This design comes from an exercise in tuning for small area and a short achievable clock period on the open sky130 flow, not from production work. The RTL was checked by simulation tests, not by an equivalence proof against the original design. Power figures rest on the tool's default switching activity, not on a simulated workload.

## P
==> flow/design.v (excerpt) <==
module wallace_mul (
	input  logic                  clk,
	input  logic                  rst_n,
	input  logic                  in_valid,
	input  logic [31:0]           a,
	input  logic [31:0]           b,
	output logic [63:0]           product,
	output logic                  out_valid
);
Size in the first run: roughly 3,900 cells after synthesis, ~130 I/O pins, ~0.036 mm^2 of cells after synthesis.
Settings: LEC_CHECK=0, ABC_AREA=1, CAP_MARGIN=20, CORE_MARGIN=2, CORE_UTILIZATION=40, CTS_BUF_LIST=sky130_fd_sc_hd__clkbuf_8, SETUP_SLACK_MARGIN=1.45, SLEW_MARGIN=20, TNS_END_PERCENT=1; clock period 3.5 ns.
standard.sh (not shown) runs the stock make flow with config.mk's settings and CLKGATE_MAP_FILE= SYNTH_SCRIPT=/design/flow/synth_recipe.tcl, a recipe that flattens the netlist after the stock synthesis.
==> flow/flow/run.sh <==
#!/bin/bash
# Standard layout with three changes:
# - if flow/abc.script exists, synthesis maps with it instead of ORFS's ABC script
#   (a copy of ORFS's scripts folder with only that file replaced; ABC maps the
#   combinational logic only, so registers and their names are the standard ones);
# - between synthesis and floorplan, fapol.py removes the inverters Yosys leaves
#   around its full-adder cells (a full adder is self-dual, so it can work on
#   complemented nets instead);
# - the port buffers are a plain buffer cell (PORT_BUF), not the delay cell
#   buffer_ports picks by default.
set -euo pipefail
W=$PWD
PORT_BUF=$(cat $W/flow/port_buf.txt 2>/dev/null || echo sky130_fd_sc_hd__buf_4)
export BUFFER_PORTS_ARGS="-buffer_cell $PORT_BUF"
if [[ -f $W/flow/abc.script ]]; then
  rm -rf $W/scripts_local
  cp -r $FLOW_HOME/scripts $W/scripts_local
  cp $W/flow/abc.script $W/scripts_local/abc_speed.script
  cp $W/flow/abc.script $W/scripts_local/abc_area.script
  export SCRIPTS_DIR=$W/scripts_local
fi
R=$W/orfs/results/$FLOW_PLATFORM/wallace_mul/base
bash standard.sh $R/1_2_yosys.v > $W/synth.log 2>&1
cp $R/1_2_yosys.v $W/1_2_yosys.std.v
python3 $W/flow/fapol.py $W/1_2_yosys.std.v $R/1_2_yosys.v > $W/fapol.log 2>&1
bash standard.sh > $W/layout.log 2>&1
Other scripts of this flow, unchanged in this note and not shown: flow/flow/fapol.py, flow/flow/port_buf.txt
Inputs modified between P and Q:
- changing SETUP_SLACK_MARGIN from 1.45 to 1.1
- changing CORE_UTILIZATION from 40 to 62
- setting PLACE_DENSITY to 0.72 for the first time
- removing TNS_END_PERCENT (formerly 1)
## What came out
- According to the power report, total power for Q is higher than for P.
- Compared to P, Q has effective utilization at floorplan 23 points higher.
- P -> Q: multi-input gate area in the final layout increased by a few percent
- Status | P and Q | clean
- Reported for P and Q, gate count after technology mapping turned out identical to the last digit.
- Per the comparison of Q with P, number of antenna violations at the first check in global routing lost 4, met1 capacity usage during global routing picked up an extra 18 points, static power due to leakage picked up an extra 0.18 nW.
- On post-CTS setup repair buffer count, the lower figure sits with Q, not P.
- Tap cell count, Q vs P: down by more than a quarter
- Q — post-route worst setup slack 0.031 ns higher, P as reference
### Q -> R
- SETUP_SLACK_MARGIN now 1.3, was 1.1
- CORE_UTILIZATION now 40, was 62
- TNS_END_PERCENT now 1, previously not set
- PLACE_DENSITY no longer set, was 0.72
Notes after the runs:
Changes observed in R relative to Q: worst max-slew margin expressed relative to the limit has increased; first-iteration DRC count has decreased; share of cell area taken by multi-input logic gates has decreased; cell depth of the worst setup path has decreased; number of antenna violations at the first check in global routing has increased.
Changes observed in R relative to Q: total congestion overflow after global routing comparable; number of cells upsized or downsized after cts now larger; setup slack after layout now larger.
Diff Q -> R | switching fraction of total power | increase of 0.36 points
For R, the critical setup path kind was reg2reg, unlike Q, where it was in2reg.
Compared with Q, in R wire length went up; area of all placed cells without fillers went down.
--- input diff R..S ---
- SETUP_SLACK_MARGIN now 1.05, was 1.3
- CORE_UTILIZATION now 55, was 40
- TNS_END_PERCENT no longer set, was 1
- S vs R on utilization of the core after routing: S is the higher one.
- Leakage power across R and S: no real change.
- S does better than R on power consumption.
- In summary, S completed successfully, with a layout that passed the timing, DRC and antenna checks.
- Re data arrival at the endpoint of the critical path: S is 0.02 ns up on R.
- Per the comparison of S with R, ratio of final minimum period to clock period climbed 2.0 points, path depth of the worst reg2reg path climbed 7, met2 global-route usage climbed 17 points.
- S vs R — number of post-CTS setup repair buffers dropped 19.
- Largest net degree at the start of global routing went up by more than a quarter going from R to S.
--- input diff S..T ---
- a change of CORE_UTILIZATION from 55 to 40
- a change of SETUP_SLACK_MARGIN from 1.05 to 1.1
- a deleted ABC_AREA that had been 1
==> flow/flow/abc.script (new file) <==
strash
dch
map -B 0.9
topo
stime -c
upsize -c
dnsize -c
--- outcome ---
Taking S as the reference, in T final instance count without filler cells moved up, iteration count of the initial detailed-routing pass decreased 1, transition time of the tightest slew-check pin lost 0.042 ns. T has more setup slack than S. Delta (T minus S): combinational power decreased by about 1% relative to the old numbers, met1 track utilization from global routing decreased by 12 points relative to the old numbers, total CTS buffers decreased by 1 relative to the old numbers, maximum ir drop on the vdd rail decreased by 0.17 mV relative to the old numbers. Worst slew slack as a fraction of its limit: lower on S.

* * *

wallace_mul again, from the RTL that the note above started with.
==> flow/config.mk <==
export PLATFORM = sky130hd
export DESIGN_NAME = wallace_mul
export DESIGN_NICKNAME = wallace_mul
export VERILOG_FILES = /design/flow/design.v
export SDC_FILE = /design/flow/constraint.sdc
export NUM_CORES = 4
export LEC_CHECK = 0
export ABC_AREA = 1
export CAP_MARGIN = 20
export CORE_MARGIN = 2
export CORE_UTILIZATION = 40
export CTS_BUF_LIST = sky130_fd_sc_hd__clkbuf_8
export SETUP_SLACK_MARGIN = 1.25
export SLEW_MARGIN = 20
export TNS_END_PERCENT = 5
==> flow/constraint.sdc <==
create_clock -name core_clock -period 3.5 [get_ports {clk}]
set_input_delay 0.7000 -clock core_clock [delete_from_list [all_inputs] [get_ports {clk}]]
set_output_delay 0.7000 -clock core_clock [all_outputs]
set_load 0.01 [all_outputs]
==> flow/flow/fapol.py <==
#!/usr/bin/env python3
"""Remove inverters around full-adder cells in a mapped sky130hd netlist.

A full adder is self-dual: FA(~a,~b,~c) = (~cout, ~sum).  Yosys's extract_fa often
picks the complemented form and leaves inverters between adder cells.  This script
chooses, for every fa cell, whether to use it complemented, so as to need as few
inverters as possible, and swaps xor2/xnor2 (xor3/xnor3) drivers whose every load
wants the other polarity.  Registers and ports are untouched.

Usage: fapol.py IN.v OUT.v
"""
import re, sys, random
from collections import defaultdict

src = open(sys.argv[1]).read()
m = re.search(r'\bmodule\s+(\S+)\s*\((.*?)\);', src, re.S)
ports = set(p.strip() for p in m.group(2).split(','))
body_start = src.index(';', m.end() - 1) + 1
endm = src.rindex('endmodule')

inst_re = re.compile(r'^\s*(sky130_fd_sc_hd__\w+)\s+(\S+)\s*\((.*?)\);\s*$', re.S | re.M)
pin_re = re.compile(r'\.(\w+)\(\s*([^()]*?)\s*\)')
OUTPINS = {'X', 'Y', 'Q', 'Q_N', 'SUM', 'COUT', 'HI', 'LO', 'GCLK'}

cells = []          # [type, name, [(pin, net)]]
first = None
last = None
for mm in inst_re.finditer(src, body_start, endm):
    if first is None:
        first = mm.start()
    last = mm.end()
    cells.append([mm.group(1), mm.group(2), pin_re.findall(mm.group(3))])
header = src[:first]
# anything between instances other than whitespace would be lost: check
rest = inst_re.sub('', src[first:last])
assert rest.strip() == '', rest.strip()[:200]
trailer = src[last:]


def base(t):
    return re.sub(r'_\d+$', '', t.replace('sky130_fd_sc_hd__', ''))


def portnet(n):
    return n.split('[')[0].lstrip('\\').strip() in ports or n in ports


driver = {}
for i, (t, name, pins) in enumerate(cells):
    for p, n in pins:
        if p in OUTPINS:
            driver[n] = (i, p)

removable = set()
for i, (t, name, pins) in enumerate(cells):
    if base(t) in ('inv', 'clkinv'):
        d = dict(pins)
        if not portnet(d['Y']) and not portnet(d['A']):
            removable.add(i)


def root(n):
    q = 0
    while n in driver and driver[n][0] in removable:
        n = dict(cells[driver[n][0]][2])['A']
        q ^= 1
    return n, q


isfa = [base(t) == 'fa' for t, _, _ in cells]
x = [0] * len(cells)
fixed = set()
# sinks per root: list of (cell, pin index, parity)
sinks = defaultdict(list)
port_roots = set()
for i, (t, name, pins) in enumerate(cells):
    if i in removable:
        continue
    for k, (p, n) in enumerate(pins):
        if p in OUTPINS:
            continue
        r, q = root(n)
        sinks[r].append((i, k, q))
# ports that are outputs read a net; keep the polarity of their drivers
for n in list(driver):
    if portnet(n):
        r, q = root(n)
        port_roots.add(r)
        if driver[r][0] is not None:
            fixed.add(driver[r][0])
swappable = {'xor2': 'xnor2', 'xnor2': 'xor2', 'xor3': 'xnor3', 'xnor3': 'xor3'}
swap = [0] * len(cells)


def drv_flip(r):
    d = driver.get(r)
    if d is None:
        return 0
    return x[d[0]]


def need(r):
    """(needs true, needs complement) at root r, physical."""
    nt = nc = 0
    dx = drv_flip(r)
    for (i, k, q) in sinks[r]:
        if q ^ x[i] ^ dx:
            nc = 1
        else:
            nt = 1
    return nt, nc


def cost_root(r):
    nt, nc = need(r)
    if not nc:
        return 0
    d = driver.get(r)
    if d is not None and not nt and base(cells[d[0]][0]) in swappable and r not in port_roots:
        return 0.001  # swap the driver instead of adding an inverter
    return 1


def roots_of(i):
    rs = set()
    for p, n in cells[i][2]:
        if p in OUTPINS:
            rs.add(n)
        else:
            rs.add(root(n)[0])
    return rs


fa_idx = [i for i in range(len(cells)) if isfa[i] and i not in fixed and i not in removable]
rofs = {i: roots_of(i) for i in fa_idx}
total0 = sum(cost_root(r) for r in sinks)
random.seed(1)
for it in range(20):
    changed = 0
    order = list(fa_idx)
    random.shuffle(order)
    for i in order:
        rs = rofs[i]
        before = sum(cost_root(r) for r in rs)
        x[i] ^= 1
        after = sum(cost_root(r) for r in rs)
        if after < before - 1e-9:
            changed += 1
        else:
            x[i] ^= 1
    if not changed:
        break
total1 = sum(cost_root(r) for r in sinks)

# ---------------------------------------------------------------- rewrite
out_cells = []
new_wires = []
inv_net = {}
ninv = 0
nswap = 0
for r in sinks:
    nt, nc = need(r)
    if not nc:
        continue
    d = driver.get(r)
    if d is not None and not nt and base(cells[d[0]][0]) in swappable and r not in port_roots:
        swap[d[0]] = 1
        nswap += 1
        continue
    nm = '_fapol_n%d_' % len(inv_net)
    inv_net[r] = nm
    new_wires.append(nm)
for i, (t, name, pins) in enumerate(cells):
    if i in removable:
        continue
    if swap[i]:
        b = base(t)
        t = t.replace('__' + b + '_', '__' + swappable[b] + '_')
        ren = {'xnor2': {'Y': 'X'}, 'xor2': {'X': 'Y'}}.get(b, {})
        pins = [(ren.get(p, p), n) for p, n in pins]
    newpins = []
    for p, n in pins:
        if p not in OUTPINS:
            r, q = root(n)
            dx = drv_flip(r)
            if q ^ x[i] ^ dx:
                if r in inv_net:
                    n = inv_net[r]
                else:
                    n = r   # driver was swapped
            else:
                n = r
        newpins.append((p, n))
    if x[i]:
        # complemented adder: swap nothing, the polarity is carried by its nets
        pass
    out_cells.append((t, name, newpins))
for r, nm in inv_net.items():
    ninv += 1
    out_cells.append(('sky130_fd_sc_hd__inv_1', '_fapol_i%d_' % ninv, [('A', r), ('Y', nm)]))

# nets whose sinks and drivers all vanished stay declared; harmless
hdr = header.rstrip() + '\n' + ''.join('  wire %s;\n' % w for w in new_wires)
o = [hdr]
for t, name, pins in out_cells:
    o.append('  %s %s (\n%s\n  );\n' % (t, name, ',\n'.join('    .%s(%s)' % (p, n + (' ' if n.startswith('\\') else '')) for p, n in pins)))
o.append(trailer)
open(sys.argv[2], 'w').write(''.join(o))
print('fapol: inverters removable %d, adders %d flipped %d, inverters after %d, xor swaps %d (cost %.0f -> %.0f)'
      % (len(removable), len(fa_idx), sum(x), ninv, nswap, total0, total1), file=sys.stderr)
Scripts as last shown in full above: flow/flow/run.sh
Other scripts of this flow, unchanged in this note and not shown: flow/flow/port_buf.txt
==> next run, changes <==
- CORE_UTILIZATION: 40 -> 55
- SETUP_SLACK_MARGIN: 1.25 -> 1.15
- TNS_END_PERCENT: 5 -> default
What happened:
- The changed run passed the timing, DRC and antenna checks
- die area falls by 27%
- wire length grows by 1.6%
- critical path depth shrinks by 2
- synthesized cell count does not change
- worst setup slack degrades by 0.051 ns
- cell count fell by 6.1%
- cell area rose by 0.71%
- core utilization rose by 19 points
- hold slack improves by 0.019 ns
==> next run, changes <==
--- a/flow/flow/fapol.py
+++ b/flow/flow/fapol.py
@@ -156,4 +156,5 @@
 out_cells = []
 new_wires = []
+need_new = set()
 inv_net = {}
 ninv = 0
@@ -171,6 +172,22 @@
     inv_net[r] = nm
     new_wires.append(nm)
+# an inverter of the root that a sink already used, and that still has a sink
+# needing the complement, is kept as it was (it keeps Yosys's fanout split)
+kept = set()
 for i, (t, name, pins) in enumerate(cells):
     if i in removable:
+        continue
+    for p, n in pins:
+        if p in OUTPINS:
+            continue
+        r, q = root(n)
+        if q == 1 and q ^ x[i] ^ drv_flip(r) and n in driver and driver[n][0] in removable \
+                and dict(cells[driver[n][0]][2])['A'] == r and r in inv_net:
+            kept.add(driver[n][0])
+for i, (t, name, pins) in enumerate(cells):
+    if i in removable and i not in kept:
+        continue
+    if i in kept:
+        out_cells.append((t, name, pins))
         continue
     if swap[i]:
@@ -185,6 +202,9 @@
             dx = drv_flip(r)
             if q ^ x[i] ^ dx:
-                if r in inv_net:
+                if q == 1 and n in driver and driver[n][0] in kept:
+                    used_new_inv = False
+                elif r in inv_net:
                     n = inv_net[r]
+                    need_new.add(r)
                 else:
                     n = r   # driver was swapped
@@ -197,4 +217,7 @@
     out_cells.append((t, name, newpins))
 for r, nm in inv_net.items():
+    if r not in need_new:
+        new_wires.remove(nm)
+        continue
     ninv += 1
     out_cells.append(('sky130_fd_sc_hd__inv_1', '_fapol_i%d_' % ninv, [('A', r), ('Y', nm)]))
@@ -207,4 +230,4 @@
 o.append(trailer)
 open(sys.argv[2], 'w').write(''.join(o))
-print('fapol: inverters removable %d, adders %d flipped %d, inverters after %d, xor swaps %d (cost %.0f -> %.0f)'
-      % (len(removable), len(fa_idx), sum(x), ninv, nswap, total0, total1), file=sys.stderr)
+print('fapol: inverters removable %d, adders %d flipped %d, inverters kept %d, new %d, xor swaps %d (cost %.0f -> %.0f)'
+      % (len(removable), len(fa_idx), sum(x), len(kept), ninv, nswap, total0, total1), file=sys.stderr)
- CORE_UTILIZATION: 55 -> 40
- SETUP_SLACK_MARGIN: 1.15 -> 1.1
Outcome: Final area drops by 0.71%; combinational power drops by 6.7%; power drops by 4.5%.
==> next run, changes <==
--- a/flow/flow/fapol.py
+++ b/flow/flow/fapol.py
@@ -156,5 +156,4 @@
 out_cells = []
 new_wires = []
-need_new = set()
 inv_net = {}
 ninv = 0
@@ -172,22 +171,6 @@
     inv_net[r] = nm
     new_wires.append(nm)
-# an inverter of the root that a sink already used, and that still has a sink
-# needing the complement, is kept as it was (it keeps Yosys's fanout split)
-kept = set()
 for i, (t, name, pins) in enumerate(cells):
     if i in removable:
-        continue
-    for p, n in pins:
-        if p in OUTPINS:
-            continue
-        r, q = root(n)
-        if q == 1 and q ^ x[i] ^ drv_flip(r) and n in driver and driver[n][0] in removable \
-                and dict(cells[driver[n][0]][2])['A'] == r and r in inv_net:
-            kept.add(driver[n][0])
-for i, (t, name, pins) in enumerate(cells):
-    if i in removable and i not in kept:
-        continue
-    if i in kept:
-        out_cells.append((t, name, pins))
         continue
     if swap[i]:
@@ -202,9 +185,6 @@
             dx = drv_flip(r)
             if q ^ x[i] ^ dx:
-                if q == 1 and n in driver and driver[n][0] in kept:
-                    used_new_inv = False
-                elif r in inv_net:
+                if r in inv_net:
                     n = inv_net[r]
-                    need_new.add(r)
                 else:
                     n = r   # driver was swapped
@@ -217,7 +197,4 @@
     out_cells.append((t, name, newpins))
 for r, nm in inv_net.items():
-    if r not in need_new:
-        new_wires.remove(nm)
-        continue
     ninv += 1
     out_cells.append(('sky130_fd_sc_hd__inv_1', '_fapol_i%d_' % ninv, [('A', r), ('Y', nm)]))
@@ -230,4 +207,4 @@
 o.append(trailer)
 open(sys.argv[2], 'w').write(''.join(o))
-print('fapol: inverters removable %d, adders %d flipped %d, inverters kept %d, new %d, xor swaps %d (cost %.0f -> %.0f)'
-      % (len(removable), len(fa_idx), sum(x), len(kept), ninv, nswap, total0, total1), file=sys.stderr)
+print('fapol: inverters removable %d, adders %d flipped %d, inverters after %d, xor swaps %d (cost %.0f -> %.0f)'
+      % (len(removable), len(fa_idx), sum(x), ninv, nswap, total0, total1), file=sys.stderr)
- SETUP_SLACK_MARGIN: 1.1 -> 1.35
- TNS_END_PERCENT: default -> 5
Outcome: Core utilization is higher by 0.47 points; final cell count is higher by 0.87%; global-route usage barely changes; setup slack hardly moves; final area is higher by 0.97%; total power is higher by about 1.7%; synthesized cell count stays the same; wire length is higher by 5.2%; clock-buffer cell count is unchanged; non-clock buffer count is higher by 49; critical path depth is lower by 8.
==> next run, changes <==
- SETUP_SLACK_MARGIN: 1.35 -> 1.2
- TNS_END_PERCENT: 5 -> 2
Cell area fell by 2.2%; worst setup slack loses 0.0073 ns; fmax decreases by 0.30%; core utilization goes down by 1.1 points.

## re-timing with driven ports
The flow's constraints put no driver on any port. The routed layouts listed below were extracted and timed again, unchanged, in two steps. Step 1: set_driving_cell puts a clkbuf_16 on clk and a buf_2 on each other input, an assumption about the parent block. Step 2 also shifts input and output timing later by t, the mid clock arrival at the registers, as if the neighbouring blocks saw the same clock. Slacks: ideal / step 1 / step 2; pairs: ideal / step 1.
run | t (ns) | setup slack, ns | worst setup path after step 2 | worst data-port slew with drivers (ns) | pins driven straight from the clock port
P | 0.775 | 1.079 / 1.062 / 0.287 | input to register | 0.09 | 1
Q | 0.754 | 1.110 / 1.140 / 0.395 | input to register | 0.04 | 1
R | 0.764 | 1.125 / 1.088 / 0.323 | input to register | 0.15 | 1
S | 0.762 | 1.054 / 1.090 / 0.328 | input to register | 0.10 | 1
T | 0.778 | 1.062 / 1.062 / 0.293 | input to register | 0.11 | 1
the first run of note 2 | 0.791 | 1.158 / 1.158 / 0.390 | input to register | 0.13 | 1
the second run of note 2 | 0.770 | 1.107 / 1.122 / 0.352 | input to register | 0.10 | 1
the third run of note 2 | 0.800 | 1.093 / 1.093 / 0.295 | input to register | 0.10 | 1
the fourth run of note 2 | 0.789 | 1.096 / 1.096 / 0.381 | input to register | 0.14 | 1
the fifth run of note 2 | 0.784 | 1.088 / 1.069 / 0.285 | input to register | 0.12 | 1
After both steps every run listed still meets setup and hold. For the fifth run of note 2, which loses most, drivers alone change the setup slack by -0.019 ns; drivers and shift together by -0.803 ns.
